From an optimization exercise on the open Yosys and OpenROAD flow, aimed at small area, a short achievable clock period and few clock cycles per item; shortcuts taken in it are not production practice. Function was checked by simulation only, so behaviour that the tests miss may differ from the original. Power is estimated from default activity; no workload was simulated.

== job 717 ==
==> flow/design.v (excerpt) <==
module miss_handler (
    input  logic                         clk_i,
    input  logic                         rst_ni,
    input  logic                         alloc_valid_i,
    input  logic [38:0]                  alloc_i,
    output logic                         alloc_ready_o,
    output logic                         mshr_full_o,
    output logic                         mem_req_valid_o,
    output logic [27:0]                  mem_req_o,
    input  logic                         mem_req_ready_i,
    input  logic                         mem_resp_valid_i,
    input  logic [67:0]                  mem_resp_i,
    output logic                         mem_resp_ready_o,
    output logic                         refill_req_o,
    input  logic                         refill_gnt_i,
    output logic                         refill_wr_valid_o,
    output logic [73:0]                  refill_wr_o,
    output logic                         dir_wr_valid_o,
    output logic [28:0]                  dir_wr_o,
    output logic                         core_rsp_valid_o,
    output logic [72:0]                  core_rsp_o,
    input  logic [miss_pkg::NLINE_W-1:0] check_nline_i,
    output logic                         check_hit_o,
    output logic                         mshr_empty_o
);
Size in the first run: ~1,000 cells after synthesis, about 160 flip-flops, roughly 9200 um2 of cells after synthesis.
clock: 4.5 ns
lec_check: 0
abc_area: 1
cap_margin: 20
core_margin: 2
core_utilization: 40
cts_buf_list: sky130_fd_sc_hd__clkbuf_8
setup_slack_margin: 1.5
slew_margin: 20
buffer_ports_args: -buffer_cell sky130_fd_sc_hd__buf_2
dont_use_cells: sky130_fd_sc_hd__clkdlybuf4s15_1 sky130_fd_sc_hd__clkdlybuf4s15_2 sky130_fd_sc_hd__clkdlybuf4s18_1 sky130_fd_sc_hd__clkdlybuf4s18_2 sky130_fd_sc_hd__clkdlybuf4s25_1 sky130_fd_sc_hd__clkdlybuf4s25_2 sky130_fd_sc_hd__clkdlybuf4s50_1 sky130_fd_sc_hd__clkdlybuf4s50_2 sky130_fd_sc_hd__dlygate4sd1_1 sky130_fd_sc_hd__dlygate4sd2_1 sky130_fd_sc_hd__dlygate4sd3_1 sky130_fd_sc_hd__dlymetal6s2s_1 sky130_fd_sc_hd__dlymetal6s4s_1 sky130_fd_sc_hd__dlymetal6s6s_1
standard.sh (not shown) runs the stock make flow with config.mk's settings and CLKGATE_MAP_FILE= SYNTH_SCRIPT=/design/flow/synth_recipe.tcl, a recipe that flattens the netlist after the stock synthesis.
==> flow/flow/run.sh <==
#!/bin/bash
# Standard layout, with the port buffers made from plain buffers instead of
# the delay cells ORFS picks for sky130hd, and delay cells kept out of repair.
set -euo pipefail
cat >> config.mk <<'MK'
export BUFFER_PORTS_ARGS = -buffer_cell sky130_fd_sc_hd__buf_2
export DONT_USE_CELLS = sky130_fd_sc_hd__clkdlybuf4s15_1 sky130_fd_sc_hd__clkdlybuf4s15_2 sky130_fd_sc_hd__clkdlybuf4s18_1 sky130_fd_sc_hd__clkdlybuf4s18_2 sky130_fd_sc_hd__clkdlybuf4s25_1 sky130_fd_sc_hd__clkdlybuf4s25_2 sky130_fd_sc_hd__clkdlybuf4s50_1 sky130_fd_sc_hd__clkdlybuf4s50_2 sky130_fd_sc_hd__dlygate4sd1_1 sky130_fd_sc_hd__dlygate4sd2_1 sky130_fd_sc_hd__dlygate4sd3_1 sky130_fd_sc_hd__dlymetal6s2s_1 sky130_fd_sc_hd__dlymetal6s4s_1 sky130_fd_sc_hd__dlymetal6s6s_1

MK
bash standard.sh > standard.log 2>&1
Job 717 reached the final stage; the timing, design-rule and antenna checks on its layout passed.
Testbench counts of job 717, summed over its fixed seeds: cycles 9,977, items 2,400.
#### Input delta (job 3878 over job 717)
- RECOVER_POWER now 100, previously not set
- ABC_AREA no longer set, was 1
==> flow/flow/run.sh <==
#!/bin/bash
# Standard layout, with the port buffers made from plain buffers instead of
# the delay cells ORFS picks for sky130hd, and delay cells kept out of repair.
set -euo pipefail
cat >> config.mk <<'MK'
export BUFFER_PORTS_ARGS = -buffer_cell sky130_fd_sc_hd__buf_2
export DONT_USE_CELLS = sky130_fd_sc_hd__clkdlybuf4s15_1 sky130_fd_sc_hd__clkdlybuf4s15_2 sky130_fd_sc_hd__clkdlybuf4s18_1 sky130_fd_sc_hd__clkdlybuf4s18_2 sky130_fd_sc_hd__clkdlybuf4s25_1 sky130_fd_sc_hd__clkdlybuf4s25_2 sky130_fd_sc_hd__clkdlybuf4s50_1 sky130_fd_sc_hd__clkdlybuf4s50_2 sky130_fd_sc_hd__dlygate4sd1_1 sky130_fd_sc_hd__dlygate4sd2_1 sky130_fd_sc_hd__dlygate4sd3_1 sky130_fd_sc_hd__dlymetal6s2s_1 sky130_fd_sc_hd__dlymetal6s4s_1 sky130_fd_sc_hd__dlymetal6s6s_1
export RECOVER_POWER = 100
MK
bash standard.sh > standard.log 2>&1
Findings:
Finished, but not clean: job 3878, with capacitance limit, slew limit.
Having completed the whole flow, job 717 delivered a layout that passed the timing, design-rule and antenna checks.
Of the two values seen for critical path launch point, mem_resp_i[2] was produced by job 3878 and check_nline_i[19] by job 717.
Looking at post-synthesis instance area across both flows, job 3878 is the stronger of the two, with job 717 trailing.
Job 717 reports its capturing element of the worst setup path as check_hit_o while job 3878 reports dir_wr_o[12].
Changes observed in job 3878 relative to job 717: count of buffers added by post-CTS timing repair for setup shrank by 7; first-iteration DRC count -46%; detailed-route via count saw a decrease.
Here is what was changed in the inputs of job 2468 compared with job 3878.
- DONT_USE_CELLS removed (was sky130_fd_sc_hd__clkdlybuf4s15_1 sky130_fd_sc_hd__clkdlybuf4s15_2 sky130_fd_sc_hd__clkdlybuf4s18_1 sky130_fd_sc_hd__clkdlybuf4s18_2 sky130_fd_sc_hd__clkdlybuf4s25_1 sky130_fd_sc_hd__clkdlybuf4s25_2 sky130_fd_sc_hd__clkdlybuf4s50_1 sky130_fd_sc_hd__clkdlybuf4s50_2 sky130_fd_sc_hd__dlygate4sd1_1 sky130_fd_sc_hd__dlygate4sd2_1 sky130_fd_sc_hd__dlygate4sd3_1 sky130_fd_sc_hd__dlymetal6s2s_1 sky130_fd_sc_hd__dlymetal6s4s_1 sky130_fd_sc_hd__dlymetal6s6s_1)
- SETUP_SLACK_MARGIN removed (was 1.5)
- CTS_BUF_LIST removed (was sky130_fd_sc_hd__clkbuf_8)
- RECOVER_POWER removed (was 100)
- BUFFER_PORTS_ARGS removed (was -buffer_cell sky130_fd_sc_hd__buf_2)
==> flow/run.sh (new file) <==
#!/bin/bash
# synth_recipe.tcl (not shown) runs the flow's synth.tcl, then flattens the netlist and writes it again
# the make line also repeats each setting of config.mk as NAME=value (left out here)
make -C /OpenROAD-flow-scripts/flow DESIGN_CONFIG=/design/flow/config.mk WORK_HOME=/design/flow/orfs CLKGATE_MAP_FILE= SYNTH_SCRIPT=/design/flow/synth_recipe.tcl finish
removed: flow/flow/run.sh
removed: flow/standard.sh
### Flow results
- On top achievable clock speed, job 3878 beats job 2468.
- Delta (job 2468 minus job 3878): power consumed by the clock network up 39%; switching power share of the total went down by 2.7 points.
- Die boundary width of job 3878 is on par with job 2468.
- The final reports for job 2468 and job 3878 show portion of total power attributed to combinational logic higher in the former.
- Compare job 2468 and job 3878 | wire length lower: job 3878
- Job 2468 finished all stages; the layout is clean.
- Job 3878 → job 2468: fraction of power consumed by the clock network now sits higher, multi-input gate share of total cell area went down by 4.6 points, number of signal-net buffers in the layout shrank by about 1.2%.
For job 8911, these inputs were changed with respect to job 2468:
- putting SETUP_SLACK_MARGIN at 2.0 where nothing was set
Findings:
Changes observed in job 8911 relative to job 2468: via count of the first global-routing pass grew by 223; final layout net count went up. Job 8911 vs. job 2468: clock buffer instance count of the final layout saw a decrease, final standard cell area without fillers saw an increase, fraction of final layout cells with drive strength greater than 1 saw an increase, worst setup slack saw an increase. In job 8911 the total number of vias turned out about 4.5% higher than in job 2468.
Modified inputs, job 2664 compared to job 8911
- an added ABC_CLOCK_PERIOD_IN_PS of 2000
- a change of SETUP_SLACK_MARGIN from 2.0 to 1.5
[summary]
Sort job 2664 and job 8911 by reported net switching power asc -> top: job 2664
Re share of the clock period used by the worst path after layout: job 8911 was lower than job 2664.
The multi-input combinational cell area reported for job 2664 is smaller than that of job 8911 by 130 um2.
Re global-route usage: job 2664 and job 8911 aren't equal, and the lower value belongs to job 2664.
In the metrics for job 2664 and job 8911, the one carrying the lower proportion of cell area occupied by registers is job 8911.
Compared with job 8911, job 2664 instantiates a smaller number of cells.
On job 2664: cell area is about 5% lower than what job 8911 gave.

[afterwards: timing with drivers on the ports]
No port has a modelled driver above. Below, the same layouts with a new extraction and two added sets of constraints. Step 1, drivers: a clkbuf_16 drives clk_i and a buf_2 each remaining input, both assumed. Step 2 moves the port delays by t, midway between the first and last clock arrival at a register: inputs arrive t later, outputs are due t later. That takes back most of the time a late clock gives input paths. a / b / c = no drivers / after step 1 / after step 2; a / b = the first two.
run	t, ns	setup slack, ns	latest minus earliest clock arrival (ns)	cell pins on the clock port's net
job 717	0.508	1.461 / 1.425 / 1.425	0.018 / 0.019	1
job 3878	0.494	0.931 / 0.832 / 0.705	0.015 / 0.016	1
job 2468	0.462	0.467 / 0.443 / 0.443	0.009 / 0.009	1
job 8911	0.449	1.509 / 1.438 / 1.438	0.007 / 0.007	1
job 2664	0.462	1.451 / 1.406 / 1.406	0.007 / 0.007	1
For job 3878, which loses most, drivers alone change the setup slack by -0.099 ns; drivers and shift together by -0.226 ns.
